From an optimization exercise on the open Yosys and OpenROAD flow, aimed at small area, a short achievable clock period and few clock cycles per item; shortcuts taken in it are not production practice. No functional check of the RTL was part of any run shown here. Power and IR drop assume default switching activity.

`run.sh`:
```
#!/bin/bash
# synth_recipe.tcl (not shown) runs the flow's synth.tcl, then flattens the netlist and writes it again
# the make line also repeats each setting of config.mk as NAME=value (left out here)
make -C /OpenROAD-flow-scripts/flow DESIGN_CONFIG=/design/flow/config.mk WORK_HOME=/design/flow/orfs CLKGATE_MAP_FILE= SYNTH_SCRIPT=/design/flow/synth_recipe.tcl finish
```
`config.mk`:
```
export PLATFORM = sky130hd
export DESIGN_NAME = aging_sighting_table
export DESIGN_NICKNAME = aging_sighting_table
export VERILOG_FILES = /design/flow/design.v
export SDC_FILE = /design/flow/constraint.sdc
export NUM_CORES = 4
export LEC_CHECK = 0
export CAP_MARGIN = 20
export CORE_MARGIN = 2
export CORE_UTILIZATION = 40
export SETUP_SLACK_MARGIN = 4.5
export SLEW_MARGIN = 20
```
`constraint.sdc`:
```
create_clock -name core_clock -period 8.0 [get_ports {clk_i}]
set_input_delay 1.6000 -clock core_clock [delete_from_list [all_inputs] [get_ports {clk_i}]]
set_output_delay 1.6000 -clock core_clock [all_outputs]
set_load 0.01 [all_outputs]
```
`design.v`:
```
`timescale 1ns / 1ps
`default_nettype none
package ast_pkg;
  localparam int unsigned ACT_W    = 2;
  localparam int unsigned ID_W     = 16;
  localparam int unsigned STATUS_W = 2;
  localparam int unsigned EVICT_W  = 7;
  localparam int unsigned AGE_W    = 8;
  localparam int unsigned TABLE_DEPTH_DEF = 32;
  localparam logic [AGE_W-1:0] AGE_LIMIT_RST = 8'd10;
  typedef enum logic [ACT_W-1:0] {
    ACT_REFRESH = 2'd0,
    ACT_TICK    = 2'd1,
    ACT_LIST    = 2'd2,
    ACT_CLEAR   = 2'd3
  } action_e;
  typedef enum logic [STATUS_W-1:0] {
    ST_REFRESHED = 2'd0,
    ST_INSERTED  = 2'd1,
    ST_DROPPED   = 2'd2,
    ST_DONE      = 2'd3
  } status_e;
  typedef struct packed {
    status_e            status;
    logic [ID_W-1:0]    out_id;
    logic               out_kind;
    logic               item_valid;
    logic [EVICT_W-1:0] evicted_count;
    logic               last;
  } res_t;
endpackage
`default_nettype wire
`timescale 1ns / 1ps
`default_nettype none
import ast_pkg::*;
module ast_engine #(
  parameter int unsigned TABLE_DEPTH = TABLE_DEPTH_DEF
) (
  input  wire logic             clk_i,
  input  wire logic             rst_ni,
  input  wire logic             fire_i,
  input  wire logic [ACT_W-1:0] action_i,
  input  wire logic [ID_W-1:0]  entity_id_i,
  input  wire logic             entity_kind_i,
  input  wire logic [AGE_W-1:0] age_limit_i,    
  input  wire logic [AGE_W-1:0] age_limit_d_i,  
  output logic                  done_o,
  output ast_pkg::res_t         res_o
);
  localparam int unsigned D     = TABLE_DEPTH;
  localparam int unsigned IDX_W = $clog2(D);
  function automatic logic ge_f(input logic [AGE_W-1:0] a, input logic [AGE_W-1:0] b);
    logic c;
    c = 1'b1;
    for (int k = 0; k < AGE_W; k++) begin
      c = (a[k] & ~b[k]) | (a[k] & c) | (~b[k] & c);
    end
    ge_f = c;
  endfunction
  function automatic logic [D-1:0] first_f(input logic [D-1:0] m);
    logic [D-1:0] below;
    below[0] = 1'b0;
    for (int k = 1; k < D; k++) begin
      below[k] = below[k-1] | m[k-1];
    end
    first_f = m & ~below;
  endfunction
  logic [D-1:0]     used_q;
  logic [ID_W-1:0]  key_q   [D];
  logic [D-1:0]     kind_q;
  logic [AGE_W-1:0] stamp_q [D];
  logic [D-1:0]     keep_q;
  logic [AGE_W-1:0] now_q, lo_q;
  logic             lbusy_q;
  logic [IDX_W-1:0] lpos_q;
  logic is_ref, is_tick, is_list, is_clear;
  assign is_ref   = (action_i == ACT_REFRESH);
  assign is_tick  = (action_i == ACT_TICK);
  assign is_list  = (action_i == ACT_LIST);
  assign is_clear = (action_i == ACT_CLEAR);
  logic [D-1:0] hit, kmatch, evict, lmatch, lfirst, ffree, wr;
  logic         hit_any, full, lany, lmore;
  logic [ID_W-1:0] lkey;
  logic [EVICT_W-1:0] evict_cnt;
  logic [IDX_W-1:0] lidx;
  always_comb begin
    for (int i = 0; i < D; i++) begin
      kmatch[i] = (kind_q[i] == entity_kind_i);
      hit[i]    = used_q[i] && kmatch[i] && (key_q[i] == entity_id_i);
      evict[i]  = used_q[i] && !keep_q[i];
      lmatch[i] = used_q[i] && kmatch[i] && (!lbusy_q || (IDX_W'(i) >= lpos_q));
    end
  end
  assign hit_any = |hit;
  assign full    = &used_q;
  assign ffree   = first_f(~used_q);    
  assign lfirst  = first_f(lmatch);     
  assign lany    = |lmatch;
  assign lmore   = |(lmatch & ~lfirst);
  always_comb begin
    lkey = '0;
    lidx = '0;
    for (int i = 0; i < D; i++) begin
      lkey = lkey | (key_q[i] & {ID_W{lfirst[i]}});
      lidx = lidx | (IDX_W'(i) & {IDX_W{lfirst[i]}});
    end
  end
  always_comb begin
    evict_cnt = '0;
    for (int i = 0; i < D; i++) begin
      evict_cnt = evict_cnt + EVICT_W'(evict[i]);
    end
  end
  assign done_o = !is_list || !lmore;
  always_comb begin
    res_o.status        = ST_DONE;
    res_o.out_id        = '0;
    res_o.out_kind      = 1'b0;
    res_o.item_valid    = 1'b0;
    res_o.evicted_count = '0;
    res_o.last          = 1'b1;
    case (action_i)
      ACT_REFRESH: begin
        res_o.status = hit_any ? ST_REFRESHED : (full ? ST_DROPPED : ST_INSERTED);
      end
      ACT_TICK: begin
        res_o.evicted_count = evict_cnt;
      end
      ACT_LIST: begin
        res_o.out_id     = lkey;
        res_o.out_kind   = lany && entity_kind_i;
        res_o.item_valid = lany;
        res_o.last       = !lmore;
      end
      default: begin
      end
    endcase
  end
  logic [D-1:0] used_d;
  always_comb begin
    used_d = used_q;
    if (fire_i) begin
      if (is_ref && !hit_any) used_d = used_q | ffree;
      if (is_tick)            used_d = used_q & keep_q;
      if (is_clear)           used_d = '0;
    end
  end
  assign wr = (fire_i && is_ref) ? (hit | ffree) : '0;
  logic             tick_fire;
  logic [AGE_W-1:0] lo_n, hi_n;
  logic             wrap_n, nz;
  logic [D-1:0]     keep_d;
  assign tick_fire = fire_i && is_tick;
  assign lo_n      = tick_fire ? lo_q + AGE_W'(1) : lo_q;
  assign hi_n      = tick_fire ? now_q + AGE_W'(1) : now_q;
  assign wrap_n    = !ge_f(hi_n, lo_n);
  assign nz        = (age_limit_i != '0);
  always_comb begin
    for (int i = 0; i < D; i++) begin
      logic ge_lo, le_hi;
      ge_lo = ge_f(stamp_q[i], lo_n);
      le_hi = ge_f(hi_n, stamp_q[i]);
      if (wr[i]) begin
        keep_d[i] = nz;
      end else begin
        keep_d[i] = nz && (wrap_n ? (ge_lo || le_hi) : (ge_lo && le_hi));
      end
    end
  end
  always_ff @(posedge clk_i or negedge rst_ni) begin
    if (!rst_ni) begin
      used_q  <= '0;
      lbusy_q <= 1'b0;
      now_q   <= '0;
      lo_q    <= AGE_W'(1) - AGE_LIMIT_RST;
    end else begin
      used_q <= used_d;
      if (fire_i && is_list) begin
        lbusy_q <= lmore;
      end
      if (tick_fire) begin
        now_q <= now_q + AGE_W'(1);
      end
      lo_q <= hi_n - age_limit_d_i + AGE_W'(1);
    end
  end
  always_ff @(posedge clk_i) begin
    keep_q <= keep_d;
    if (fire_i && is_list) begin
      lpos_q <= lidx + IDX_W'(1);
    end
  end
  for (genvar i = 0; i < D; i++) begin : g_slot
    always_ff @(posedge clk_i) begin
      if (fire_i && is_ref && ffree[i]) begin
        key_q[i]  <= entity_id_i;
        kind_q[i] <= entity_kind_i;
      end
      if (wr[i]) begin
        stamp_q[i] <= now_q;
      end
    end
  end
endmodule
`default_nettype wire
`timescale 1ns / 1ps
`default_nettype none
import ast_pkg::*;
module aging_sighting_table #(
  parameter int unsigned TABLE_DEPTH = TABLE_DEPTH_DEF
) (
  input  wire logic                clk_i,
  input  wire logic                rst_ni,
  input  wire logic                in_valid_i,
  output logic                     in_ready_o,
  input  wire logic [ACT_W-1:0]    in_action_i,
  input  wire logic [ID_W-1:0]     in_entity_id_i,
  input  wire logic                in_entity_kind_i,
  output logic                     out_valid_o,
  input  wire logic                out_ready_i,
  output logic [STATUS_W-1:0]      out_status_o,
  output logic [ID_W-1:0]          out_id_o,
  output logic                     out_kind_o,
  output logic                     out_item_valid_o,
  output logic [EVICT_W-1:0]       out_evicted_count_o,
  output logic                     out_last_o,
  input  wire logic                cfg_valid_i,
  output logic                     cfg_ready_o,
  input  wire logic [AGE_W-1:0]    cfg_age_limit_i
);
  logic [AGE_W-1:0] age_limit_q, age_limit_d;
  assign cfg_ready_o = 1'b1;
  assign age_limit_d = cfg_valid_i ? cfg_age_limit_i : age_limit_q;
  always_ff @(posedge clk_i or negedge rst_ni) begin
    if (!rst_ni) begin
      age_limit_q <= AGE_LIMIT_RST;
    end else begin
      age_limit_q <= age_limit_d;
    end
  end
  logic             main_v_q, skid_v_q;
  logic [ACT_W-1:0] main_act_q, skid_act_q;
  logic [ID_W-1:0]  main_id_q, skid_id_q;
  logic             main_kind_q, skid_kind_q;
  logic             in_fire, main_free, fire, done;
  logic             out_valid_q;
  ast_pkg::res_t    out_q, res;
  assign in_ready_o = !skid_v_q;
  assign in_fire    = in_valid_i && !skid_v_q;
  assign fire       = main_v_q && (!out_valid_q || out_ready_i);
  assign main_free  = !main_v_q || (fire && done);
  always_ff @(posedge clk_i or negedge rst_ni) begin
    if (!rst_ni) begin
      main_v_q <= 1'b0;
      skid_v_q <= 1'b0;
    end else begin
      if (main_free) begin
        main_v_q <= skid_v_q || in_fire;
      end
      if (skid_v_q) begin
        skid_v_q <= !main_free;
      end else begin
        skid_v_q <= in_fire && !main_free;
      end
    end
  end
  always_ff @(posedge clk_i) begin
    if (main_free) begin
      main_act_q  <= skid_v_q ? skid_act_q  : in_action_i;
      main_id_q   <= skid_v_q ? skid_id_q   : in_entity_id_i;
      main_kind_q <= skid_v_q ? skid_kind_q : in_entity_kind_i;
    end
    if (!skid_v_q) begin
      skid_act_q  <= in_action_i;
      skid_id_q   <= in_entity_id_i;
      skid_kind_q <= in_entity_kind_i;
    end
  end
  ast_engine #(
    .TABLE_DEPTH(TABLE_DEPTH)
  ) u_engine (
    .clk_i        (clk_i),
    .rst_ni       (rst_ni),
    .fire_i       (fire),
    .action_i     (main_act_q),
    .entity_id_i  (main_id_q),
    .entity_kind_i(main_kind_q),
    .age_limit_i  (age_limit_q),
    .age_limit_d_i(age_limit_d),
    .done_o       (done),
    .res_o        (res)
  );
  always_ff @(posedge clk_i or negedge rst_ni) begin
    if (!rst_ni) begin
      out_valid_q <= 1'b0;
    end else if (fire) begin
      out_valid_q <= 1'b1;
    end else if (out_ready_i) begin
      out_valid_q <= 1'b0;
    end
  end
  always_ff @(posedge clk_i) begin
    if (fire) begin
      out_q <= res;
    end
  end
  assign out_valid_o         = out_valid_q;
  assign out_status_o        = out_q.status;
  assign out_id_o            = out_q.out_id;
  assign out_kind_o          = out_q.out_kind;
  assign out_item_valid_o    = out_q.item_valid;
  assign out_evicted_count_o = out_q.evicted_count;
  assign out_last_o          = out_q.last;
endmodule
`default_nettype wire
```
==> results of run 1 <==
[routing by layer]
| metal | track usage | share of wire | wire length (um) | vias up |
|---|---|---|---|---|
| met1 | 0.3688 | 0.40 | 77350 | 21326 |
| met2 | 0.4078 | 0.45 | 87520 | 2699 |
| met5 | 0 | 0 | 0 | - |
| li1 | - | - | - | 18538 |
| met4 | 0.07819 | 0.048 | 9234 | 0 |
| met3 | 0.03790 | 0.10 | 19570 | 435 |
[power groups by stage]
stage	Clock, W	Sequential, W	Combinational [W]
after CTS	0.00480	0.00621	0.00574
after detailed placement	0	0.00632	0.00513
after global routing	0.00499	0.00623	0.00688
after floorplan	0	0.00620	0.00359
final	0.00476	0.00622	0.00653
after global placement	0	0.00633	0.00508
[stage by stage]
stage	hold slack, ns	power [W]	instances	instance area (sq um)
after global placement	0.4528	0.01141	6275	55560
final	0.4711	0.01752	6761	64150
after CTS	0.4734	0.01675	6596	61360
after global routing	0.4857	0.01810	6761	64150
after detailed placement	0.4598	0.01145	6275	55560
after floorplan	0.4437	0.009793	4708	53510
[layout by cell type (no fill, tap or decap), types with 59 or more instances in the layout]
cell type	count
edfxtp_1	851
xnor2_1	353
nand2_1	321
a21oi_1	283
buf_4	248
nor2_1	240
xor2_1	188
o21ai_0	171
nand4_1	140
clkbuf_16	129
inv_1	111
a22oi_1	101
nor3_1	80
o221ai_1	77
a221oi_1	76
nand3_1	72
o22ai_1	71
a22o_1	59
[worst max-delay path by stage]
stage                                     from                         end  slack [ns]  cells past startpoint
3_5_place_dp                       out_ready_i  u_engine.keep_q[8]$_DFF_P_        2.09                     12
6_report        u_engine.used_q[1]$_DFFE_PN0P_      out_q[5]$_SDFFCE_PN0P_        2.69                     17
4_1_cts        u_engine.used_q[24]$_DFFE_PN0P_      out_q[5]$_SDFFCE_PN0P_        2.71                     16
2_1_floorplan   u_engine.used_q[0]$_DFFE_PN0P_      out_q[5]$_SDFFCE_PN0P_        2.81                     17
5_1_grt         u_engine.used_q[1]$_DFFE_PN0P_      out_q[5]$_SDFFCE_PN0P_        2.57                     17
3_3_place_gp                       out_ready_i  u_engine.keep_q[8]$_DFF_P_        2.14                     12
[critical path, delay by kind of cell (launching register included)]
family          cells  cell delay (ns)
simple gates        2             0.11
flops               1             0.42
xor+xnor            1             0.14
compound gates      2             0.32
fa+ha+maj           9             3.88
buf+inv             3             0.14
[registers in the layout, indices dropped and copies added, names as in the netlist, 2 cells and up]
| register | flops |
|---|---|
| u_engine.lpos_q | 5 |
| skid_id_q | 16 |
| main_act_q | 2 |
| age_limit_q | 8 |
| u_engine.key_q | 512 |
| main_id_q | 16 |
| u_engine.used_q | 32 |
| skid_act_q | 2 |
| u_engine.kind_q | 32 |
| out_q | 27 |
| u_engine.stamp_q | 256 |
| u_engine.now_q | 8 |
| u_engine.lo_q | 8 |
| u_engine.keep_q | 32 |
[synth_stat cells (80+ instances only)]
| master | n | share of area |
|---|---|---|
| inv_1 | 136 | 0.0098 |
| nor2_1 | 265 | 0.019 |
| a221oi_1 | 108 | 0.018 |
| clkbuf_1 | 239 | 0.017 |
| o21ai_0 | 177 | 0.017 |
| nand4_1 | 140 | 0.017 |
| xor2_1 | 195 | 0.033 |
| nor3_1 | 114 | 0.011 |
| nand2_1 | 350 | 0.025 |
| a21oi_1 | 299 | 0.029 |
| a22oi_1 | 119 | 0.017 |
| xnor2_1 | 374 | 0.063 |
| maj3_1 | 80 | 0.015 |
| edfxtp_1 | 851 | 0.49 |
[final cells by class]
| class | count | area share |
|---|---|---|
| antenna | 2 | 0.00007801 |
| multi-input combinational | 3279 | 0.3914 |
| clock inverter | 50 | 0.006690 |
| tap | 1742 | 0.03397 |
| clock buffer | 140 | 0.04410 |
| inverter | 138 | 0.008660 |
| timing repair inverter | 2 | 0.0001950 |
| timing repair buffer | 446 | 0.07634 |
| sequential | 962 | 0.4386 |
[logic make-up after synthesis]
group	count (synthesis)	share of synthesized area
multiplexers	30	0.006301
XOR/XNOR	571	0.09616
other	2	0.0001438
AND/OR/NAND/NOR	1227	0.1152
buffers and inverters	474	0.03565
adder cells (fa/ha/maj)	129	0.03067
AO/OA/AOI/OAI	1313	0.1781
flip-flops	962	0.5378
[timing repair]
item | 4_1_cts | 5_1_grt
buffers inserted | 122 | 129
pin swaps | 52 | 115
endpoints found under the setup margin | 714 | 358
gates cloned | 9 | 33
gates resized for setup | 281 | 216
hold endpoints to repair | 0 | 0
==> key figures, run 1 <==
Layout
  • Post-layout util: 0.4954
  • Register Area: approximately 0.028 sq mm
  • # nets final: 5013
  • Footprint of the multi-input gates: between 0.02 and 0.03 sq mm
  • Layout cell share with drive strength beyond 1: 0.2077
  • Layout Area Growth over Synthesis: 22.84%
  • Filler cell count in the final layout: ~11000

Hold path
  • Worst Hold Launch: skid_id_q[10]$_DFF_P_
  • Worst hold path class: flip-flop to flip-flop
  • WHS Endpoint: skid_id_q[10]$_DFF_P_
  • Hold depth: 1

Place
  • Post-DP HPWL: 116.2 mm
  • PortBufs: 60
  • Gp weighted congestion: 0.9120
  • Pre-CTS setup slack: about 2.1 ns

Logic synthesis
  • Distinct cell type count after synthesis: 97
  • Post-synth EDFFs: 851
  • Main synth FF type: edfxtp_1
  • Syn nets: between 4000 and 5000
  • Asr flop ratio synth: 0.06237
  • Yosys reg bits: 962
  • Syn. warnings: 4
  • Post-synthesis area per instance: 11.09 sq um
  • Register area share after synthesis: 0.5378
  • Cell area after synthesis: about 0.052 sq mm
  • Cells after synthesis: about 4700

STA
  • Unrepaired setup endpoints after global routing: yes
  • Final hold vios: 0
  • Worst rel slew slack: 0.1766
  • Setup Skew: around 0.047 ns
  • Tmin final: 5.311 ns
  • Worst-margin pin slew: between 1 and 1.5 ns
  • Fin crit share: 0.6639
  • Setup_tns: 0 ns
  • Final Slew Violations: 0
  • Setup ws final: 2.689 ns
  • Final setup violation count: 0
  • Max Clk Rate: around 190 MHz

Pwr
  • Clk pwr share: 0.272
  • Sequential power share: 0.355
  • Cell-internal power: ~0.011 W
  • Gate power share: 0.373
  • Sw Share: 0.3698
  • LEAKAGE: 21.44 nW
  • P per Cell Area: between 200 and 300 mW/mm^2
  • Net Switching: about 0.0065 W
  • Peak supply drop: around 0.0002 V

Worst setup path
  • Crit start category: flip-flop
  • Reg2reg start: u_engine.used_q[1]$_DFFE_PN0P_
  • CP arrival: 5.76 ns
  • CP most frequent cell: fa_1
  • CP max-delay cell: fa_1
  • CP Data Required Time: roughly 8.4 ns
  • Kind of end point of the critical path: flip-flop
  • Crit path kind: flip-flop to flip-flop
  • Max incr delay on CP: between 0.5 and 0.6 ns
  • Worst reg-to-reg path cell count: 17
  • Worst R2R End: out_q[5]$_SDFFCE_PN0P_
  • Crit path cell chain: inv_2 -> nor2_2 -> ha_4 -> inv_2 -> fa_1 -> fa_1 -> fa_1 -> fa_1 -> fa_1 -> fa_1 -> inv_2 -> fa_2 -> fa_2 -> a21o_1 -> a21oi_2 -> xor2_1 -> nor2_1
  • Worst-path maximum fanout: 2
  • R2R setup slack: roughly 2.7 ns

Run status
  • Status: complete, no violations

Job
  • MaxCap Viol Count: 0

CTS
  • Hold_buf cts: 0
  • CTS tree: built
  • Clock Latency Late Sink: 0.74 ns
  • CTS clock-pin slew for the worst setup and hold paths: 0.06 ns
  • Clock sinks: approximately 960
  • Deepest clock path buffer count: 3
  • H-tree depth: 3
  • Total CTS buffers: 103
  • Clock root buffer master: clkbuf_16

Detailed routing
  • Detailed-route vias per instance: around 6.4
  • Routed WL: 193.7 mm
  • Drt pass-1 iters: 6
  • Via count: ~43000
  • ANT nets after route: 0
  • Residual DRC count: 0
  • Starting DRT DRC Count: roughly 6400
  • Wire per inst: approximately 29 um

Floorplan
  • # rows: between 100 and 150
  • Starting density of the core: 0.4033
  • Die Wd: between 300 and 400 um
  • Die footprint: 0.1335 sq mm
  • Core ar.: roughly 0.13 sq mm
  • Die H: around 370 um
  • Number of I/O pins: 63

Global route
  • First-pass GRT wire length: 259.9 mm
  • Pin count of the biggest net entering global routing: 67
  • GRT overflow: 0
  • GRT Overall Usage: 0.2588
  • Initial antenna violation count: 2
  • Number of global-route vias before repair: ~38000
==> run 2, diff against run 1 <==
--- a/design.v
+++ b/design.v
@@ -81,7 +81,6 @@
   logic [D-1:0] hit, kmatch, evict, lmatch, lfirst, ffree, wr;
   logic         hit_any, full, lany, lmore;
   logic [ID_W-1:0] lkey;
-  logic [EVICT_W-1:0] evict_cnt;
   logic [IDX_W-1:0] lidx;
   always_comb begin
     for (int i = 0; i < D; i++) begin
@@ -105,10 +104,15 @@
       lidx = lidx | (IDX_W'(i) & {IDX_W{lfirst[i]}});
     end
   end
+  logic [ID_W-1:0] evict_grp;
   always_comb begin
-    evict_cnt = '0;
-    for (int i = 0; i < D; i++) begin
-      evict_cnt = evict_cnt + EVICT_W'(evict[i]);
+    for (int g = 0; g < 4; g++) begin
+      logic [3:0] c;
+      c = '0;
+      for (int k = 0; k < 8; k++) begin
+        c = c + 4'(evict[8*g+k]);
+      end
+      evict_grp[4*g +: 4] = c;
     end
   end
   assign done_o = !is_list || !lmore;
@@ -124,7 +128,7 @@
         res_o.status = hit_any ? ST_REFRESHED : (full ? ST_DROPPED : ST_INSERTED);
       end
       ACT_TICK: begin
-        res_o.evicted_count = evict_cnt;
+        res_o.out_id = evict_grp;
       end
       ACT_LIST: begin
         res_o.out_id     = lkey;
@@ -243,11 +247,13 @@
   logic [ID_W-1:0]  main_id_q, skid_id_q;
   logic             main_kind_q, skid_kind_q;
   logic             in_fire, main_free, fire, done;
-  logic             out_valid_q;
-  ast_pkg::res_t    out_q, res;
+  logic             res_v_q, out_valid_q, res_free, out_free;
+  ast_pkg::res_t    res_q, out_q, res;
   assign in_ready_o = !skid_v_q;
   assign in_fire    = in_valid_i && !skid_v_q;
-  assign fire       = main_v_q && (!out_valid_q || out_ready_i);
+  assign out_free   = !out_valid_q || out_ready_i;
+  assign res_free   = !res_v_q || out_free;
+  assign fire       = main_v_q && res_free;
   assign main_free  = !main_v_q || (fire && done);
   always_ff @(posedge clk_i or negedge rst_ni) begin
     if (!rst_ni) begin
@@ -292,16 +298,32 @@
   );
   always_ff @(posedge clk_i or negedge rst_ni) begin
     if (!rst_ni) begin
+      res_v_q     <= 1'b0;
       out_valid_q <= 1'b0;
-    end else if (fire) begin
-      out_valid_q <= 1'b1;
-    end else if (out_ready_i) begin
-      out_valid_q <= 1'b0;
+    end else begin
+      if (res_free) begin
+        res_v_q <= fire;
+      end
+      if (out_free) begin
+        out_valid_q <= res_v_q;
+      end
+    end
+  end
+  ast_pkg::res_t res_fin;
+  always_comb begin
+    res_fin = res_q;
+    if (!res_q.item_valid) begin
+      res_fin.out_id        = '0;
+      res_fin.evicted_count = EVICT_W'(res_q.out_id[3:0]) + EVICT_W'(res_q.out_id[7:4])
+                            + EVICT_W'(res_q.out_id[11:8]) + EVICT_W'(res_q.out_id[15:12]);
     end
   end
   always_ff @(posedge clk_i) begin
-    if (fire) begin
-      out_q <= res;
+    if (res_free) begin
+      res_q <= res;
+    end
+    if (out_free) begin
+      out_q <= res_fin;
     end
   end
   assign out_valid_o         = out_valid_q;
--- a/config.mk
+++ b/config.mk
@@ -8,5 +8,4 @@
 export CAP_MARGIN = 20
 export CORE_MARGIN = 2
 export CORE_UTILIZATION = 40
-export SETUP_SLACK_MARGIN = 4.5
 export SLEW_MARGIN = 20
==> key figures, run 2 <==
Run status
  • Status: complete, no violations

Detailed routing
  • Starting DRT DRC Count: 5463
  • Via count: between 30000 and 40000
  • Detailed-route vias per instance: around 6.3
  • Routed WL: roughly 180 mm
  • ANT nets after route: 0
  • Drt pass-1 iters: 7
  • Residual DRC count: 0
  • Wire per inst: approximately 29 um

CTS
  • Setup Fix Bufs, Post-CTS: 0
  • Deepest clock path buffer count: 3
  • Post-CTS resize count: 0
  • Total CTS buffers: roughly 110
  • H-tree depth: 3
  • CTS tree: built
  • Clock root buffer master: clkbuf_16
  • CTS clock-pin slew for the worst setup and hold paths: around 0.060 ns
  • Clock Latency Late Sink: 0.78 ns
  • Clock sinks: approximately 980
  • Hold_buf cts: 0

Hold path
  • Worst Hold Launch: res_q[0]$_SDFFCE_PN1N_
  • Worst hold path class: flip-flop to flip-flop

Logic synthesis
  • Cells after synthesis: roughly 4500
  • Area leader, netlist: edfxtp_1
  • Asr flop ratio synth: 0.06199
  • Cell area after synthesis: about 0.052 sq mm
  • Syn nets: 4600
  • Register area share after synthesis: 0.5520
  • Post-synth top cells: edfxtp_1 (872), xnor2_1 (429), nand2_1 (308), o21ai_0 (221), clkbuf_1 (213)
  • Yosys top cell area share: 0.5028
  • Count leader, synth: edfxtp_1
  • Yosys reg bits: ~980
  • Largest cells by area after synthesis: edfxtp_1 (50%), xnor2_1 (7.2%), dfrtp_1 (2.5%)
  • Syn. warnings: 4
  • Post-synth EDFFs: 872
  • Main synth FF type: edfxtp_1
  • Post-synthesis area per instance: ~12 sq um
  • Distinct cell type count after synthesis: roughly 110

Layout
  • # nets final: 4589
  • Top reg by flops: u_engine.key_q
  • Regs by FF count: u_engine.key_q x512, u_engine.stamp_q x256
  • Layout Area Growth over Synthesis: 12.44%
  • Fin cells: between 6000 and 7000
  • Layout cell share with drive strength beyond 1: 0.09509
  • Largest register FFs: between 500 and 600
  • Most common cell after layout, fill and taps aside: edfxtp_1
  • Most frequent cells in the layout: edfxtp_1 (872), xnor2_1 (423), nand2_1 (307), o21ai_0 (221), nor2_1 (185)
  • Post-layout util: 0.4528

Pwr
  • P per Cell Area: 397.6 mW/mm^2
  • LEAKAGE: between 15 and 20 nW
  • Sequential power share: 0.318
  • Cell-internal power: approximately 0.013 W
  • Peak supply drop: approximately 0.00025 V
  • Clk pwr share: 0.219
  • Net Switching: 0.01004 W
  • Gate power share: 0.463
  • Sw Share: 0.4313

Worst setup path
  • CP max-delay cell: and3b_1
  • Reg2reg start: main_kind_q$_DFFE_PN_
  • Crit path cell chain: clkdlybuf4s50_1 -> and3b_1 -> inv_1 -> nand3_2 -> buf_4 -> and3_1 -> a22oi_1 -> maj3_1 -> maj3_1 -> maj3_1 -> a21oi_1 -> maj3_1 -> a21oi_1
  • CP Data Required Time: approximately 8.6 ns
  • Worst-path maximum fanout: 51
  • Max incr delay on CP: roughly 0.91 ns
  • Crit-path leading delay family: simple AND/OR/NAND/NOR gates
  • Critical Path Start: out_ready_i
  • CP most frequent cell: maj3_1
  • Buf/Inv on CP: 3
  • R2R setup slack: around 2.1 ns
  • Crit start category: input port
  • CP arrival: roughly 6.7 ns
  • Kind of end point of the critical path: flip-flop
  • Crit path kind: input port to flip-flop

Floorplan
  • Core ar.: around 0.13 sq mm
  • Die Wd: 364.8 um
  • Starting density of the core: 0.4027
  • # rows: between 100 and 150
  • Die H: roughly 360 um
  • Number of I/O pins: between 60 and 70
  • Die footprint: around 0.13 sq mm

Global route
  • GRT overflow: 0
  • Initial antenna violation count: 5
  • Pin count of the biggest net entering global routing: 67
  • First-pass GRT wire length: 262.1 mm
  • Number of global-route vias before repair: between 30000 and 40000
  • GRT Overall Usage: 0.2664

STA
  • Final Slew Violations: 0
  • Final hold vios: 0
  • Unrepaired setup endpoints after global routing: no
  • Fin crit share: 0.7627
  • Setup_tns: 0 ns
  • Worst rel slew slack: 0.1793
  • Final setup violation count: 0
  • Worst-margin pin slew: about 1.2 ns
  • Max Clk Rate: about 160 MHz
  • Setup Skew: roughly 0.051 ns
  • Tmin final: between 6 and 7 ns

Place
  • Post-placement cell count: between 6000 and 7000
  • PortBufs: 60
  • Gp weighted congestion: about 0.96
  • Post-DP HPWL: roughly 120 mm

Job
  • MaxCap Viol Count: 0
## run 2: worst reg2reg max path, cell delays in order (launching register included)
cell      delay (ns)
edfxtp_1        0.92
buf_4           0.43
buf_4           0.35
xnor2_1         0.14
and3_1          0.29
a2111o_1        0.49
a211o_1         0.30
or4_1           0.71
o31ai_1         0.30
a21oi_1         0.11
nor2_1          0.31
a31oi_1         0.35
inv_1           0.81
## run 2: worst paths after layout
path | endpoint | cells past startpoint
max | u_engine.keep_q[25]$_DFF_P_ | 13
min | out_q[0]$_DFFE_PP_ | 0
max reg2reg | main_id_q[7]$_DFFE_PN_ | 12
min reg2reg | out_q[0]$_DFFE_PP_ | 0
max in group asynchronous | skid_v_q$_DFF_PN0_ | 2
min in group asynchronous | out_valid_q$_DFFE_PN0P_ | 1
## run 2: cell type report
cell class / count / area (sq um)
clock inverters: 61 / 666.9
clock buffers: 139 / 2912
diodes: 2 / 5.005
repair buffers: 198 / 1732
fillers: 11751 / 70770
multi-input cells: 3076 / 21840
inverters: 127 / 476.7
flip-flops and latches: 984 / 28740
well taps: 1742 / 2180
## run 2: power by group through the flow
stage | Sequential [W] | Combinational [W] | Clock, W
CTS | 0.00738 | 0.0106 | 0.00516
floorplan | 0.00734 | 0.00672 | 0
finish | 0.00739 | 0.0108 | 0.00511
detailed placement | 0.00747 | 0.0106 | 0
global placement | 0.00748 | 0.0105 | 0
global route | 0.00743 | 0.0114 | 0.00536
## run 2: kinds of logic (layout without fill, tap and decap cells)
group           count (synthesis)  after routing  synth area share
flops                         984            984            0.5520
fa+ha+maj                     160            160           0.03741
mux                            28             28          0.005911
simple gates                 1137           1137            0.1121
other cells                     2              4         0.0001442
xor+xnor                      570            570           0.09628
compound gates               1179           1179            0.1621
buf+inv                       446            525           0.03414
## run 2: through the flow
step / setup WS, ns / area (sq um) / total power, W / hold slack [ns]
final: 1.898 / 58550 / 0.02328 / 0.4147
after floorplan: 2.684 / 52070 / 0.01406 / 0.4003
after CTS: 2.072 / 58520 / 0.02318 / 0.4232
after detailed placement: 1.296 / 54940 / 0.01806 / 0.4093
after global placement: 1.280 / 54940 / 0.01796 / 0.4013
after global routing: 1.839 / 58550 / 0.02423 / 0.4263
## run 2: routing by layer
| layer | vias up | GRT usage | share of wire |
|---|---|---|---|
| met4 | 4 | 0.1231 | 0.049 |
| met2 | 2083 | 0.4053 | 0.45 |
| met3 | 360 | 0.05013 | 0.090 |
| li1 | 17296 | - | - |
| met5 | - | 0 | 0.00013 |
| met1 | 19999 | 0.3677 | 0.41 |
==> run 3, diff against run 2 <==
--- a/design.v
+++ b/design.v
@@ -43,7 +43,9 @@
   input  wire logic [ID_W-1:0]  entity_id_i,
   input  wire logic             entity_kind_i,
   input  wire logic [AGE_W-1:0] age_limit_i,    
-  input  wire logic [AGE_W-1:0] age_limit_d_i,  
+  input  wire logic             cfg_write_i,    
+  input  wire logic [AGE_W-1:0] cfg_limit_i,    
+  output logic                  hold_o,         
   output logic                  done_o,
   output ast_pkg::res_t         res_o
 );
@@ -150,33 +152,34 @@
     end
   end
   assign wr = (fire_i && is_ref) ? (hit | ffree) : '0;
-  logic             tick_fire;
-  logic [AGE_W-1:0] lo_n, hi_n;
-  logic             wrap_n, nz;
+  logic             tick_fire, nz, sw_busy_q;
+  logic [AGE_W-1:0] max_q, sw_q, sw_left_q, match;
   logic [D-1:0]     keep_d;
   assign tick_fire = fire_i && is_tick;
-  assign lo_n      = tick_fire ? lo_q + AGE_W'(1) : lo_q;
-  assign hi_n      = tick_fire ? now_q + AGE_W'(1) : now_q;
-  assign wrap_n    = !ge_f(hi_n, lo_n);
+  assign hold_o    = is_tick && sw_busy_q;
   assign nz        = (age_limit_i != '0);
+  assign match     = sw_busy_q ? sw_q : lo_q;
   always_comb begin
     for (int i = 0; i < D; i++) begin
-      logic ge_lo, le_hi;
-      ge_lo = ge_f(stamp_q[i], lo_n);
-      le_hi = ge_f(hi_n, stamp_q[i]);
       if (wr[i]) begin
         keep_d[i] = nz;
+      end else if (cfg_write_i) begin
+        keep_d[i] = (cfg_limit_i != '0);
+      end else if ((tick_fire || sw_busy_q) && (stamp_q[i] == match)) begin
+        keep_d[i] = 1'b0;
       end else begin
-        keep_d[i] = nz && (wrap_n ? (ge_lo || le_hi) : (ge_lo && le_hi));
+        keep_d[i] = keep_q[i];
       end
     end
   end
   always_ff @(posedge clk_i or negedge rst_ni) begin
     if (!rst_ni) begin
-      used_q  <= '0;
-      lbusy_q <= 1'b0;
-      now_q   <= '0;
-      lo_q    <= AGE_W'(1) - AGE_LIMIT_RST;
+      used_q    <= '0;
+      lbusy_q   <= 1'b0;
+      now_q     <= '0;
+      lo_q      <= AGE_W'(1) - AGE_LIMIT_RST;
+      max_q     <= '0;
+      sw_busy_q <= 1'b0;
     end else begin
       used_q <= used_d;
       if (fire_i && is_list) begin
@@ -184,8 +187,24 @@
       end
       if (tick_fire) begin
         now_q <= now_q + AGE_W'(1);
+        lo_q  <= lo_q + AGE_W'(1);
+        max_q <= age_limit_i;
       end
-      lo_q <= hi_n - age_limit_d_i + AGE_W'(1);
+      if (cfg_write_i) begin
+        lo_q      <= now_q - cfg_limit_i + AGE_W'(1);
+        sw_busy_q <= (cfg_limit_i != '0) && ge_f(max_q, cfg_limit_i);
+      end else if (sw_busy_q && (sw_left_q == '0)) begin
+        sw_busy_q <= 1'b0;
+      end
+    end
+  end
+  always_ff @(posedge clk_i) begin
+    if (cfg_write_i) begin
+      sw_q      <= now_q - cfg_limit_i;
+      sw_left_q <= max_q - cfg_limit_i;
+    end else begin
+      sw_q      <= sw_q - AGE_W'(1);
+      sw_left_q <= sw_left_q - AGE_W'(1);
     end
   end
   always_ff @(posedge clk_i) begin
@@ -232,28 +251,27 @@
   output logic                     cfg_ready_o,
   input  wire logic [AGE_W-1:0]    cfg_age_limit_i
 );
-  logic [AGE_W-1:0] age_limit_q, age_limit_d;
+  logic [AGE_W-1:0] age_limit_q;
   assign cfg_ready_o = 1'b1;
-  assign age_limit_d = cfg_valid_i ? cfg_age_limit_i : age_limit_q;
   always_ff @(posedge clk_i or negedge rst_ni) begin
     if (!rst_ni) begin
       age_limit_q <= AGE_LIMIT_RST;
-    end else begin
-      age_limit_q <= age_limit_d;
+    end else if (cfg_valid_i) begin
+      age_limit_q <= cfg_age_limit_i;
     end
   end
   logic             main_v_q, skid_v_q;
   logic [ACT_W-1:0] main_act_q, skid_act_q;
   logic [ID_W-1:0]  main_id_q, skid_id_q;
   logic             main_kind_q, skid_kind_q;
-  logic             in_fire, main_free, fire, done;
+  logic             in_fire, main_free, fire, done, hold;
   logic             res_v_q, out_valid_q, res_free, out_free;
   ast_pkg::res_t    res_q, out_q, res;
   assign in_ready_o = !skid_v_q;
   assign in_fire    = in_valid_i && !skid_v_q;
   assign out_free   = !out_valid_q || out_ready_i;
   assign res_free   = !res_v_q || out_free;
-  assign fire       = main_v_q && res_free;
+  assign fire       = main_v_q && res_free && !hold;
   assign main_free  = !main_v_q || (fire && done);
   always_ff @(posedge clk_i or negedge rst_ni) begin
     if (!rst_ni) begin
@@ -292,7 +310,9 @@
     .entity_id_i  (main_id_q),
     .entity_kind_i(main_kind_q),
     .age_limit_i  (age_limit_q),
-    .age_limit_d_i(age_limit_d),
+    .cfg_write_i  (cfg_valid_i),
+    .cfg_limit_i  (cfg_age_limit_i),
+    .hold_o       (hold),
     .done_o       (done),
     .res_o        (res)
   );
==> key figures, run 3 <==
Worst setup path
  • Crit start category: flip-flop
  • Worst-path maximum fanout: 9
  • Critical Path Start: u_engine.used_q[0]$_DFFE_PN0P_
  • CP Data Required Time: ~8.5 ns
  • CP arrival: around 7 ns
  • Kind of end point of the critical path: flip-flop
  • Reg2reg start: u_engine.used_q[0]$_DFFE_PN0P_
  • Crit path kind: flip-flop to flip-flop

Floorplan
  • Number of I/O pins: 63
  • Die H: between 300 and 400 um
  • # rows: 128
  • Die footprint: roughly 0.13 sq mm
  • Die Wd: roughly 350 um
  • Core ar.: approximately 0.12 sq mm
  • Starting density of the core: 0.4035

STA
  • Final hold vios: 0
  • Setup Skew: between 0.04 and 0.05 ns
  • Max Clk Rate: around 150 MHz
  • Worst-margin pin slew: approximately 1.2 ns
  • Worst rel slew slack: 0.2103
  • Final Slew Violations: 0
  • Setup ws final: ~1.5 ns
  • Final setup violation count: 0
  • Fin crit share: 0.8093
  • Setup_tns: 0 ns
  • Tmin final: approximately 6.5 ns
  • Worst hold slack: roughly 0.43 ns
  • Unrepaired setup endpoints after global routing: no

Layout
  • Layout Area Growth over Synthesis: 13.50%
  • Final Cell Area: approximately 0.056 sq mm
  • Filler cell count in the final layout: approximately 11000
  • Most frequent cells in the layout: edfxtp_1 (904), xnor2_1 (694), nand2_1 (194), nand4_1 (182), xor2_1 (154)
  • Layout cell share with drive strength beyond 1: 0.1041
  • Regs by FF count: u_engine.key_q x512, u_engine.stamp_q x256
  • Largest register FFs: between 500 and 600
  • Most common cell after layout, fill and taps aside: edfxtp_1
  • # nets final: approximately 3900
  • Top reg by flops: u_engine.key_q

Place
  • Gp weighted congestion: between 0.9 and 1
  • Post-DP HPWL: around 110 mm
  • PortBufs: 60
  • Pre-CTS setup slack: about 1.9 ns
  • Placed Area: between 0.05 and 0.06 sq mm

CTS
  • Clock root buffer master: clkbuf_16
  • Post-CTS resize count: 0
  • Deepest clock path buffer count: 3
  • Total CTS buffers: roughly 110
  • Setup Fix Bufs, Post-CTS: 0
  • CTS clock-pin slew for the worst setup and hold paths: around 0.060 ns
  • Hold_buf cts: 0
  • Clock sinks: 1009
  • Clock Latency Late Sink: 0.77 ns
  • H-tree depth: 3
  • CTS tree: built

Logic synthesis
  • Syn. warnings: 4
  • Post-synthesis area per instance: around 13 sq um
  • Register area share after synthesis: 0.6021
  • Count leader, synth: edfxtp_1
  • Cell area after synthesis: slightly below 0.05 sq mm
  • Main synth FF type: edfxtp_1
  • Area leader, netlist: edfxtp_1
  • Distinct cell type count after synthesis: 97
  • Asr flop ratio synth: 0.06938
  • Yosys top cell area share: 0.5520
  • Post-synth EDFFs: about 900
  • Cells after synthesis: ~3800
  • Yosys reg bits: 1009
  • Post-synth top cells: edfxtp_1 (904), xnor2_1 (694), nand2_1 (195), nand4_1 (182), xor2_1 (154)
  • Syn nets: 3857
  • Largest cells by area after synthesis: edfxtp_1 (55%), xnor2_1 (12%), dfrtp_1 (3.1%)

Detailed routing
  • Starting DRT DRC Count: between 4000 and 5000
  • Via count: 32603
  • Residual DRC count: 0
  • Drt pass-1 iters: 9
  • Detailed-route vias per instance: between 5 and 6
  • Routed WL: around 160 mm
  • ANT nets after route: 0
  • Wire per inst: 28.43 um

Pwr
  • Net Switching: roughly 0.0073 W
  • Tot Pwr: approximately 0.020 W
  • Cell-internal power: 0.01225 W
  • LEAKAGE: 18.15 nW
  • Clk pwr share: 0.267
  • P per Cell Area: roughly 350 mW/mm^2
  • Gate power share: 0.367
  • Peak supply drop: 0.0003180 V
  • Sw Share: 0.3737
  • Sequential power share: 0.365

Global route
  • Pin count of the biggest net entering global routing: between 60 and 70
  • Initial antenna violation count: 3
  • GRT overflow: 0
  • Number of global-route vias before repair: 31050
  • GRT Overall Usage: 0.2468
  • First-pass GRT wire length: ~230 mm

Run status
  • Status: complete, no violations

Job
  • MaxCap Viol Count: 0

Hold path
  • Worst Hold Launch: res_q[9]$_SDFFCE_PN0N_
  • Worst hold path class: flip-flop to flip-flop
==> run 3: changes by cell type after synthesis, sizes merged, moves of 41 or more <==
cell	previous run	this run
nand4	142	183
clkbuf	214	98
nor2	188	126
o21ai	226	94
nand2b	55	14
xnor2	430	695
nand2	308	196
a21oi	182	83
maj3	98	2
==> run 3: kinds of logic (layout without fill, tap and decap cells) <==
| family | count (synthesis) | in the layout | synth area share |
|---|---|---|---|
| AO/OA/AOI/OAI | 541 | 541 | 0.08057 |
| XOR/XNOR | 849 | 849 | 0.1514 |
| adder cells (fa/ha/maj) | 69 | 69 | 0.02142 |
| buffers and inverters | 312 | 483 | 0.02918 |
| flip-flops | 1009 | 1009 | 0.6021 |
| multiplexers | 74 | 74 | 0.01577 |
| other | 2 | 3 | 0.0001527 |
| AND/OR/NAND/NOR | 902 | 902 | 0.09948 |
==> run 3: path summary, 6_finish.rpt <==
path,slack (ns),to,cells after the start
max in group asynchronous,6.18,main_v_q$_DFFE_PN0N_,2
worst min-delay path,0.43,out_q[9]$_DFFE_PP_,0
worst min register to register,0.43,out_q[9]$_DFFE_PP_,0
min in group asynchronous,0.75,age_limit_q[0]$_DFFE_PN0P_,1
worst max register to register,1.53,res_q[13]$_SDFFCE_PN0N_,17
worst max-delay path,1.53,res_q[13]$_SDFFCE_PN0N_,17
==> run 3: cell type report <==
cell class / instances / area (sq um) / area share
Clock buffer: 136 / 2900 / 0.05196
Timing Repair Buffer: 178 / 1660 / 0.02974
Antenna cell: 1 / 2.502 / 0.00004483
Tap cell: 1625 / 2033 / 0.03642
Sequential cell: 1009 / 29610 / 0.5304
Multi-Input combinational cell: 2437 / 18410 / 0.3297
Inverter: 102 / 382.9 / 0.006859
Clock inverter: 67 / 827.0 / 0.01482
==> run 3: metrics by stage <==
stage	util	instances
after floorplan	-	3758
after global placement	0.4273	5350
after detailed placement	0.4273	5350
after CTS	0.4579	5553
after global routing	0.4580	5554
final	0.4580	5555
==> run 3: layer usage <==
layer / track usage / part of all wire / up-vias / wire [um]
li1: - / - / 14189 / -
met1: 0.3465 / 0.42 / 16447 / 66540
met2: 0.3823 / 0.45 / 1677 / 71400
met3: 0.04499 / 0.088 / 286 / 13840
met4: 0.09102 / 0.039 / 4 / 6143
met5: 0 / 0.00017 / - / 27
==> run 3: power by group through the flow <==
stage / Clock, W / Sequential (W) / Combinational (W)
after global routing: 0.00549 / 0.00718 / 0.00771
after global placement: 0 / 0.00724 / 0.00713
after floorplan: 0 / 0.00728 / 0.00461
after CTS: 0.00530 / 0.00714 / 0.00720
final: 0.00522 / 0.00715 / 0.00719
after detailed placement: 0 / 0.00725 / 0.00716
==> run 3: worst max-delay path, stage by stage (launching register included) <==
cell and delay, ns:
dfrtp_1 0.65, inv_1 0.32, nor2_1 0.26, ha_1 0.26, inv_1 0.07, fa_1 0.42, fa_1 0.43, inv_1 0.08
ha_1 0.22, nor2b_1 0.13, o211ai_1 0.92, o211ai_1 0.25, a221oi_1 0.50, nand3_1 0.14, a221oi_1 0.39, nand3_1 0.40
a2111oi_0 0.62, a22oi_2 0.09
==> run 4, diff against run 3 <==
--- a/config.mk
+++ b/config.mk
@@ -8,4 +8,5 @@
 export CAP_MARGIN = 20
 export CORE_MARGIN = 2
 export CORE_UTILIZATION = 40
+export SETUP_SLACK_MARGIN = 4.5
 export SLEW_MARGIN = 20
==> key figures, run 4 <==
Logic synthesis
  • Register area share after synthesis: 0.6021
  • Area leader, netlist: edfxtp_1
  • Count leader, synth: edfxtp_1
  • Syn. warnings: 4
  • Cells after synthesis: approximately 3800
  • Main synth FF type: edfxtp_1
  • Syn nets: about 3900
  • Yosys reg bits: between 1000 and 1500
  • Post-synthesis area per instance: around 13 sq um
  • Post-synth top cells: edfxtp_1 (904), xnor2_1 (694), nand2_1 (195), nand4_1 (182), xor2_1 (154)
  • Post-synth EDFFs: 904
  • Yosys top cell area share: 0.5520
  • Distinct cell type count after synthesis: 97
  • Cell area after synthesis: around 0.049 sq mm
  • Asr flop ratio synth: 0.06938
  • Largest cells by area after synthesis: edfxtp_1 (55%), xnor2_1 (12%), dfrtp_1 (3.1%)

Pwr
  • Sequential power share: 0.335
  • Peak supply drop: between 0.0002 and 0.0003 V
  • Net Switching: 0.008045 W
  • Cell-internal power: 0.01297 W
  • Sw Share: 0.3829
  • Clk pwr share: 0.245
  • P per Cell Area: between 300 and 400 mW/mm^2
  • Gate power share: 0.420
  • LEAKAGE: between 15 and 20 nW

Hold path
  • Worst hold path class: flip-flop to flip-flop

Worst setup path
  • Crit start category: flip-flop
  • Crit-path leading delay family: adder cells
  • Worst-path maximum fanout: 2
  • CP arrival: about 5.3 ns
  • Crit path kind: flip-flop to flip-flop
  • CP max-delay cell: fa_2
  • CP Data Required Time: 8.46 ns
  • Buf/Inv on CP: 2
  • Max incr delay on CP: just over 0.6 ns
  • Crit path cell chain: clkinv_4 -> nor2_4 -> ha_4 -> inv_2 -> fa_1 -> fa_2 -> fa_2 -> fa_2 -> o221ai_4 -> a221oi_4 -> nand4_1 -> a221oi_2 -> nand4_1 -> a211oi_2 -> a21oi_1
  • CP most frequent cell: fa_2
  • Kind of end point of the critical path: flip-flop

Place
  • Pre-CTS setup slack: 2.262 ns
  • Gp weighted congestion: approximately 0.95
  • PortBufs: 60
  • Post-DP HPWL: just over 100 mm

Floorplan
  • Starting density of the core: 0.4035
  • Core ar.: between 0.1 and 0.15 sq mm
  • Number of I/O pins: 63
  • Die H: around 350 um
  • # rows: ~130
  • Die Wd: ~350 um
  • Die footprint: 0.1258 sq mm

STA
  • Fin crit share: 0.5994
  • Final setup violation count: 0
  • Setup_tns: 0 ns
  • Worst rel slew slack: 0.1728
  • Final Slew Violations: 0
  • Tmin final: 4.795 ns
  • Unrepaired setup endpoints after global routing: yes
  • Max Clk Rate: 208.5 MHz
  • Setup Skew: 0.02540 ns
  • Worst-margin pin slew: 1.229 ns
  • Setup ws final: around 3.2 ns
  • Final hold vios: 0

Job
  • MaxCap Viol Count: 0

Layout
  • Top reg by flops: u_engine.key_q
  • Largest register FFs: between 500 and 600
  • ANT cells: 0
  • Layout Area Growth over Synthesis: 21.54%
  • Regs by FF count: u_engine.key_q x512, u_engine.stamp_q x256
  • Most common cell after layout, fill and taps aside: edfxtp_1
  • Most frequent cells in the layout: edfxtp_1 (904), xnor2_1 (683), buf_4 (221), nand4_1 (182), nand2_1 (172)
  • # nets final: 4135
  • Layout cell share with drive strength beyond 1: 0.2056

Global route
  • Initial antenna violation count: 4
  • First-pass GRT wire length: approximately 230 mm
  • Number of global-route vias before repair: between 30000 and 40000
  • Pin count of the biggest net entering global routing: between 60 and 70
  • GRT Overall Usage: 0.2436
  • GRT overflow: 0

CTS
  • Deepest clock path buffer count: 3
  • Total CTS buffers: around 110
  • Clock root buffer master: clkbuf_16
  • CTS tree: built
  • Hold_buf cts: 0
  • Clock Latency Late Sink: ~0.73 ns
  • CTS clock-pin slew for the worst setup and hold paths: about 0.060 ns
  • Clock sinks: between 1000 and 1500
  • H-tree depth: 3

Detailed routing
  • Wire per inst: 29.41 um
  • Detailed-route vias per instance: roughly 6
  • Starting DRT DRC Count: between 5000 and 6000
  • Routed WL: 169.2 mm
  • Residual DRC count: 0
  • Drt pass-1 iters: 9
  • Via count: ~34000
  • ANT nets after route: 0

Run status
  • Status: complete, no violations
run 4: power groups by stage:
stage,Combinational [W],Clock (W),Sequential (W)
3_3_place_gp,0.00715,0,0.00721
2_1_floorplan,0.00480,0,0.00728
4_1_cts,0.00801,0.00519,0.00703
6_report,0.00882,0.00515,0.00705
5_1_grt,0.00923,0.00539,0.00708
3_5_place_dp,0.00720,0,0.00722
run 4: cell families (layout without fill, tap and decap cells):
group,Yosys count,count (layout),share of synthesized area
other,2,2,0.0001527
xor gates and xnor gates,849,849,0.1514
DFF,1009,1009,0.6021
buffers and inverters,312,682,0.02918
AOI/OAI and AO/OA,541,541,0.08057
adders and majority gates,69,69,0.02142
and+or+nand+nor,902,903,0.09948
muxes,74,74,0.01577
run 4: metal layers:
metal  share of wire  track usage  vias up
li1                -            -    14627
met1            0.40       0.3383    17305
met2            0.45       0.3828     2007
met3            0.10      0.03959      428
met4           0.049      0.09500        0
met5               0            0        -
run 4: through the flow:
| step | instances | util | area, sq um | hold slack, ns | total power, W |
|---|---|---|---|---|---|
| 2_1_floorplan | 3758 | - | 50160 | 0.4003 | 0.01208 |
| 3_3_place_gp | 5317 | 0.4311 | 52550 | 0.4145 | 0.01436 |
| 3_5_place_dp | 5318 | 0.4313 | 52560 | 0.4172 | 0.01442 |
| 4_1_cts | 5686 | 0.4815 | 58690 | 0.4324 | 0.02024 |
| 5_1_grt | 5754 | 0.4904 | 59770 | 0.4398 | 0.02170 |
| 6_report | 5754 | 0.4904 | 59770 | 0.4354 | 0.02101 |
run 4: area by class of cell:
class	count	area, sq um
inverter	102	392.9
multi-input combinational	2438	20180
fill	10464	62100
sequential	1009	29630
clock inverter	69	648.1
timing repair buffer	377	3925
clock buffer	134	2968
tap	1625	2033
run 4: path summary, 6_finish.rpt:
check / startpoint / end / slack (ns) / cells after the start
max in group asynchronous: rst_ni / u_engine.used_q[5]$_DFFE_PN0P_ / 6.15 / 2
worst min-delay path: res_q[0]$_SDFFCE_PN1N_ / out_q[0]$_DFFE_PP_ / 0.44 / 0
worst max register to register: u_engine.used_q[0]$_DFFE_PN0P_ / res_q[11]$_SDFFCE_PN0N_ / 3.20 / 15
worst max-delay path: u_engine.used_q[0]$_DFFE_PN0P_ / res_q[11]$_SDFFCE_PN0N_ / 3.20 / 15
min in group asynchronous: rst_ni / u_engine.max_q[0]$_DFFE_PN0P_ / 0.81 / 1
worst min register to register: res_q[0]$_SDFFCE_PN1N_ / out_q[0]$_DFFE_PP_ / 0.44 / 0
run 4: what timing repair did:
action                                  in CTS  in global routing
buffers inserted                           161                 53
gates cloned                                 4                 15
resized for setup                          200                104
pin swaps                                  122                 46
endpoints found under the setup margin     892                368
==> run 5, diff against run 4 <==
--- a/design.v
+++ b/design.v
@@ -38,15 +38,16 @@
 ) (
   input  wire logic             clk_i,
   input  wire logic             rst_ni,
-  input  wire logic             fire_i,
+  input  wire logic             main_v_i,       
+  input  wire logic             res_free_i,     
   input  wire logic [ACT_W-1:0] action_i,
   input  wire logic [ID_W-1:0]  entity_id_i,
   input  wire logic             entity_kind_i,
   input  wire logic [AGE_W-1:0] age_limit_i,    
   input  wire logic             cfg_write_i,    
   input  wire logic [AGE_W-1:0] cfg_limit_i,    
-  output logic                  hold_o,         
-  output logic                  done_o,
+  output logic                  take_o,         
+  output logic                  push_o,         
   output ast_pkg::res_t         res_o
 );
   localparam int unsigned D     = TABLE_DEPTH;
@@ -73,20 +74,24 @@
   logic [AGE_W-1:0] stamp_q [D];
   logic [D-1:0]     keep_q;
   logic [AGE_W-1:0] now_q, lo_q;
-  logic             lbusy_q;
+  logic             lbusy_q, lkind_q;
   logic [IDX_W-1:0] lpos_q;
-  logic is_ref, is_tick, is_list, is_clear;
-  assign is_ref   = (action_i == ACT_REFRESH);
-  assign is_tick  = (action_i == ACT_TICK);
-  assign is_list  = (action_i == ACT_LIST);
-  assign is_clear = (action_i == ACT_CLEAR);
+  logic is_ref, is_tick, is_list, is_clear, kind, fire, hold;
+  assign is_ref   = !lbusy_q && (action_i == ACT_REFRESH);
+  assign is_tick  = !lbusy_q && (action_i == ACT_TICK);
+  assign is_list  =  lbusy_q || (action_i == ACT_LIST);
+  assign is_clear = !lbusy_q && (action_i == ACT_CLEAR);
+  assign kind     = lbusy_q ? lkind_q : entity_kind_i;
+  assign fire   = main_v_i && res_free_i && !lbusy_q && !hold;
+  assign take_o = fire;
+  assign push_o = fire || (lbusy_q && res_free_i);
   logic [D-1:0] hit, kmatch, evict, lmatch, lfirst, ffree, wr;
   logic         hit_any, full, lany, lmore;
   logic [ID_W-1:0] lkey;
   logic [IDX_W-1:0] lidx;
   always_comb begin
     for (int i = 0; i < D; i++) begin
-      kmatch[i] = (kind_q[i] == entity_kind_i);
+      kmatch[i] = (kind_q[i] == kind);
       hit[i]    = used_q[i] && kmatch[i] && (key_q[i] == entity_id_i);
       evict[i]  = used_q[i] && !keep_q[i];
       lmatch[i] = used_q[i] && kmatch[i] && (!lbusy_q || (IDX_W'(i) >= lpos_q));
@@ -106,18 +111,14 @@
       lidx = lidx | (IDX_W'(i) & {IDX_W{lfirst[i]}});
     end
   end
-  logic [ID_W-1:0] evict_grp;
+  localparam int unsigned GRP_N = D / 4;
+  logic [3*GRP_N-1:0] evict_grp;
   always_comb begin
-    for (int g = 0; g < 4; g++) begin
-      logic [3:0] c;
-      c = '0;
-      for (int k = 0; k < 8; k++) begin
-        c = c + 4'(evict[8*g+k]);
-      end
-      evict_grp[4*g +: 4] = c;
+    for (int g = 0; g < GRP_N; g++) begin
+      evict_grp[3*g +: 3] = 3'(evict[4*g]) + 3'(evict[4*g+1])
+                          + 3'(evict[4*g+2]) + 3'(evict[4*g+3]);
     end
   end
-  assign done_o = !is_list || !lmore;
   always_comb begin
     res_o.status        = ST_DONE;
     res_o.out_id        = '0;
@@ -125,16 +126,16 @@
     res_o.item_valid    = 1'b0;
     res_o.evicted_count = '0;
     res_o.last          = 1'b1;
-    case (action_i)
+    case (lbusy_q ? ACT_LIST : action_i)
       ACT_REFRESH: begin
         res_o.status = hit_any ? ST_REFRESHED : (full ? ST_DROPPED : ST_INSERTED);
       end
       ACT_TICK: begin
-        res_o.out_id = evict_grp;
+        {res_o.out_kind, res_o.evicted_count, res_o.out_id} = evict_grp;
       end
       ACT_LIST: begin
         res_o.out_id     = lkey;
-        res_o.out_kind   = lany && entity_kind_i;
+        res_o.out_kind   = lany && kind;
         res_o.item_valid = lany;
         res_o.last       = !lmore;
       end
@@ -145,18 +146,20 @@
   logic [D-1:0] used_d;
   always_comb begin
     used_d = used_q;
-    if (fire_i) begin
+    if (fire) begin
       if (is_ref && !hit_any) used_d = used_q | ffree;
       if (is_tick)            used_d = used_q & keep_q;
       if (is_clear)           used_d = '0;
     end
   end
-  assign wr = (fire_i && is_ref) ? (hit | ffree) : '0;
+  assign wr = (fire && is_ref) ? (hit | ffree) : '0;
   logic             tick_fire, nz, sw_busy_q;
+  logic             lstep;
   logic [AGE_W-1:0] max_q, sw_q, sw_left_q, match;
   logic [D-1:0]     keep_d;
-  assign tick_fire = fire_i && is_tick;
-  assign hold_o    = is_tick && sw_busy_q;
+  assign tick_fire = fire && is_tick;
+  assign lstep     = push_o && is_list;
+  assign hold      = (action_i == ACT_TICK) && sw_busy_q;
   assign nz        = (age_limit_i != '0);
   assign match     = sw_busy_q ? sw_q : lo_q;
   always_comb begin
@@ -182,7 +185,7 @@
       sw_busy_q <= 1'b0;
     end else begin
       used_q <= used_d;
-      if (fire_i && is_list) begin
+      if (lstep) begin
         lbusy_q <= lmore;
       end
       if (tick_fire) begin
@@ -209,13 +212,14 @@
   end
   always_ff @(posedge clk_i) begin
     keep_q <= keep_d;
-    if (fire_i && is_list) begin
-      lpos_q <= lidx + IDX_W'(1);
+    if (lstep) begin
+      lpos_q  <= lidx + IDX_W'(1);
+      lkind_q <= kind;
     end
   end
   for (genvar i = 0; i < D; i++) begin : g_slot
     always_ff @(posedge clk_i) begin
-      if (fire_i && is_ref && ffree[i]) begin
+      if (fire && is_ref && ffree[i]) begin
         key_q[i]  <= entity_id_i;
         kind_q[i] <= entity_kind_i;
       end
@@ -264,15 +268,14 @@
   logic [ACT_W-1:0] main_act_q, skid_act_q;
   logic [ID_W-1:0]  main_id_q, skid_id_q;
   logic             main_kind_q, skid_kind_q;
-  logic             in_fire, main_free, fire, done, hold;
+  logic             in_fire, main_free, take, push;
   logic             res_v_q, out_valid_q, res_free, out_free;
   ast_pkg::res_t    res_q, out_q, res;
   assign in_ready_o = !skid_v_q;
   assign in_fire    = in_valid_i && !skid_v_q;
   assign out_free   = !out_valid_q || out_ready_i;
   assign res_free   = !res_v_q || out_free;
-  assign fire       = main_v_q && res_free && !hold;
-  assign main_free  = !main_v_q || (fire && done);
+  assign main_free  = !main_v_q || take;
   always_ff @(posedge clk_i or negedge rst_ni) begin
     if (!rst_ni) begin
       main_v_q <= 1'b0;
@@ -305,15 +308,16 @@
   ) u_engine (
     .clk_i        (clk_i),
     .rst_ni       (rst_ni),
-    .fire_i       (fire),
+    .main_v_i     (main_v_q),
+    .res_free_i   (res_free),
     .action_i     (main_act_q),
     .entity_id_i  (main_id_q),
     .entity_kind_i(main_kind_q),
     .age_limit_i  (age_limit_q),
     .cfg_write_i  (cfg_valid_i),
     .cfg_limit_i  (cfg_age_limit_i),
-    .hold_o       (hold),
-    .done_o       (done),
+    .take_o       (take),
+    .push_o       (push),
     .res_o        (res)
   );
   always_ff @(posedge clk_i or negedge rst_ni) begin
@@ -322,7 +326,7 @@
       out_valid_q <= 1'b0;
     end else begin
       if (res_free) begin
-        res_v_q <= fire;
+        res_v_q <= push;
       end
       if (out_free) begin
         out_valid_q <= res_v_q;
@@ -333,9 +337,14 @@
   always_comb begin
     res_fin = res_q;
     if (!res_q.item_valid) begin
+      logic [23:0] grp;
+      grp = {res_q.out_kind, res_q.evicted_count, res_q.out_id};
       res_fin.out_id        = '0;
-      res_fin.evicted_count = EVICT_W'(res_q.out_id[3:0]) + EVICT_W'(res_q.out_id[7:4])
-                            + EVICT_W'(res_q.out_id[11:8]) + EVICT_W'(res_q.out_id[15:12]);
+      res_fin.out_kind      = 1'b0;
+      res_fin.evicted_count = '0;
+      for (int g = 0; g < 8; g++) begin
+        res_fin.evicted_count = res_fin.evicted_count + EVICT_W'(grp[3*g +: 3]);
+      end
     end
   end
   always_ff @(posedge clk_i) begin
--- a/config.mk
+++ b/config.mk
@@ -7,6 +7,7 @@
 export LEC_CHECK = 0
 export CAP_MARGIN = 20
 export CORE_MARGIN = 2
-export CORE_UTILIZATION = 40
+export CORE_UTILIZATION = 55
+export CTS_BUF_LIST = sky130_fd_sc_hd__clkbuf_4 sky130_fd_sc_hd__clkbuf_8
 export SETUP_SLACK_MARGIN = 4.5
 export SLEW_MARGIN = 20
==> key figures, run 5 <==
Floorplan
  • Die Wd: about 310 um
  • Die H: roughly 310 um
  • Core ar.: between 0.09 and 0.1 sq mm
  • Number of I/O pins: 63
  • Die footprint: 0.09391 sq mm
  • Starting density of the core: 0.5572
  • # rows: 110

CTS
  • CTS tree: built
  • Clock root buffer master: clkbuf_8
  • Total CTS buffers: between 150 and 200
  • H-tree depth: 4
  • Deepest clock path buffer count: 3
  • Clock sinks: a little over 1000
  • CTS clock-pin slew for the worst setup and hold paths: about 0.060 ns
  • Hold_buf cts: 0
  • Clock Latency Late Sink: between 0.8 and 0.9 ns

Logic synthesis
  • Post-synth EDFFs: between 900 and 1000
  • Asr flop ratio synth: 0.06876
  • Count leader, synth: edfxtp_1
  • Distinct cell type count after synthesis: between 90 and 100
  • Yosys top cell area share: 0.5450
  • Main synth FF type: edfxtp_1
  • Yosys reg bits: 1018
  • Post-synthesis area per instance: about 13 sq um
  • Register area share after synthesis: 0.5939
  • Post-synth top cells: edfxtp_1 (913), xnor2_1 (637), nand2_1 (229), nand4_1 (179), xor2_1 (178)
  • Largest cells by area after synthesis: edfxtp_1 (54%), xnor2_1 (11%), xor2_1 (3.1%)
  • Cell area after synthesis: around 0.050 sq mm
  • Syn nets: 4028
  • Cells after synthesis: just under 4000
  • Syn. warnings: 4
  • Area leader, netlist: edfxtp_1

Pwr
  • P per Cell Area: approximately 340 mW/mm^2
  • Gate power share: 0.428
  • Sequential power share: 0.351
  • Sw Share: 0.3855
  • Clk pwr share: 0.222
  • Cell-internal power: about 0.013 W
  • Tot Pwr: about 0.021 W
  • LEAKAGE: approximately 21 nW
  • Net Switching: ~0.008 W
  • Peak supply drop: ~0.00033 V

Worst setup path
  • Crit start category: flip-flop
  • Crit path kind: flip-flop to flip-flop
  • Kind of end point of the critical path: flip-flop
  • CP arrival: about 4.6 ns
  • Worst-path maximum fanout: 10
  • CP Data Required Time: roughly 8.6 ns

Place
  • Gp weighted congestion: 1.067
  • Pre-CTS setup slack: 2.046 ns
  • Post-placement cell count: just over 5000
  • Post-DP HPWL: 120.7 mm
  • PortBufs: between 60 and 70

Detailed routing
  • Via count: roughly 37000
  • Residual DRC count: 0
  • Routed WL: ~180 mm
  • Wire per inst: ~32 um
  • Drt pass-1 iters: 9
  • Starting DRT DRC Count: about 5400
  • Detailed-route vias per instance: between 6 and 7
  • ANT nets after route: 0

Layout
  • Largest register FFs: about 500
  • Layout Area Growth over Synthesis: 21.84%
  • Most frequent cells in the layout: edfxtp_1 (913), xnor2_1 (635), buf_4 (283), nand2_1 (217)
  • Most common cell after layout, fill and taps aside: edfxtp_1
  • Regs by FF count: u_engine.key_q x512, u_engine.stamp_q x256
  • # nets final: roughly 4400
  • Post-layout util: 0.6789
  • Top reg by flops: u_engine.key_q
  • Layout cell share with drive strength beyond 1: 0.2433
  • Filler cell count in the final layout: roughly 6600
  • Fin cells: roughly 5700

Global route
  • Number of global-route vias before repair: 35555
  • GRT overflow: 0
  • First-pass GRT wire length: about 260 mm
  • GR met1 Demand/Resource: 0.5145
  • Pin count of the biggest net entering global routing: 65
  • GRT Overall Usage: 0.3801
  • Met3 Track Usage GR: 0.08481
  • Met2 usage: 0.5758
  • Initial antenna violation count: 6
  • Gr busiest metal: met2

STA
  • Worst rel slew slack: 0.1976
  • Final hold vios: 0
  • Final setup violation count: 0
  • Max Clk Rate: 247.1 MHz
  • Fin crit share: 0.5058
  • Setup Skew: roughly 0.03 ns
  • Unrepaired setup endpoints after global routing: yes
  • Final Slew Violations: 0
  • Tmin final: slightly above 4 ns
  • Worst-margin pin slew: roughly 1.2 ns
  • Setup_tns: 0 ns
  • Setup ws final: a little under 4 ns

Job
  • MaxCap Viol Count: 0

Run status
  • Status: complete, no violations

Hold path
  • Worst hold path class: flip-flop to flip-flop
## run 5: power groups by stage
| stage | sequential (W) | clock [W] | combinational, W |
|---|---|---|---|
| 2_1_floorplan | 0.00739 | 0 | 0.00464 |
| 3_5_place_dp | 0.00741 | 0 | 0.00722 |
| 5_1_grt | 0.00725 | 0.00483 | 0.00929 |
| 3_3_place_gp | 0.00741 | 0 | 0.00703 |
| 6_report | 0.00721 | 0.00456 | 0.00880 |
| 4_1_cts | 0.00721 | 0.00460 | 0.00833 |
## run 5: cells by family (layout without fill, tap and decap cells)
| group | Yosys count | count (layout) | share of synthesized area |
|---|---|---|---|
| AOI/OAI and AO/OA | 540 | 542 | 0.07876 |
| other | 1 | 7 | 0.00007454 |
| buffers and inverters | 332 | 879 | 0.02691 |
| adders and majority gates | 73 | 73 | 0.02213 |
| xor gates and xnor gates | 815 | 815 | 0.1419 |
| DFF | 1018 | 1018 | 0.5939 |
| and+or+nand+nor | 1028 | 1035 | 0.1113 |
| muxes | 117 | 117 | 0.02497 |
## run 5: final cells by class
cell class	instances	area (sq um)	share of cell area
clock buffer	231	2848	0.04646
multi-input combinational	2583	21630	0.3529
tap	1176	1471	0.02400
sequential	1018	29890	0.4876
timing repair buffer	464	4589	0.07487
clock inverter	77	446.7	0.007287
antenna	6	15.01	0.0002449
inverter	107	401.6	0.006552
## run 5: repair_timing
item | CTS | global route
pin swaps | 119 | 70
gates resized for setup | 376 | 123
setup buffers | 210 | 61
cloned | 20 | 7
setup endpoints to repair | 605 | 209
## run 5: layer usage
metal | vias to the layer above | wire length (um)
met5 | - | 28
met4 | 4 | 12090
met3 | 561 | 19720
met2 | 2501 | 80070
met1 | 18512 | 69460
li1 | 15543 | -
## run 5: worst max-delay path: stages (launching register included)
cell,delay (ns)
edfxtp_1,0.44
buf_12,0.16
mux2i_4,0.25
buf_4,0.17
buf_4,0.11
mux2i_4,0.36
nand2_4,0.27
and3_4,0.29
buf_4,0.15
a32oi_4,0.19
and3_4,0.24
nand4_1,0.39
nor4_4,0.57
a311oi_2,0.16
## run 5: worst paths after layout
path	from	endpoint	slack, ns	depth (start not counted)
worst max-delay path	main_kind_q$_DFFE_PN_	res_q[17]$_SDFFCE_PN0N_	3.95	13
worst min-delay path	res_q[0]$_SDFFCE_PN1N_	out_q[0]$_DFFE_PP_	0.42	0
worst max register to register	main_kind_q$_DFFE_PN_	res_q[17]$_SDFFCE_PN0N_	3.95	13
worst min register to register	res_q[0]$_SDFFCE_PN1N_	out_q[0]$_DFFE_PP_	0.42	0
max in group asynchronous	rst_ni	skid_v_q$_DFF_PN0_	6.27	2
min in group asynchronous	rst_ni	u_engine.max_q[3]$_DFFE_PN0P_	0.52	1
## run 5: metrics by stage
| step | cell area (sq um) | hold slack, ns |
|---|---|---|
| 6_report | 61300 | 0.4188 |
| 5_1_grt | 61290 | 0.4321 |
| 4_1_cts | 60130 | 0.4200 |
| 3_5_place_dp | 52990 | 0.4063 |
| 3_3_place_gp | 52930 | 0.4067 |
| 2_1_floorplan | 50820 | 0.4003 |

Check on run 5: ideal ports give 3.954 ns setup slack; a clkbuf_16 on the clock port and buf_2 on the inputs give 3.954 ns; moving port delays by the midpoint clock arrival (0.939 ns) as well gives 3.604 ns.
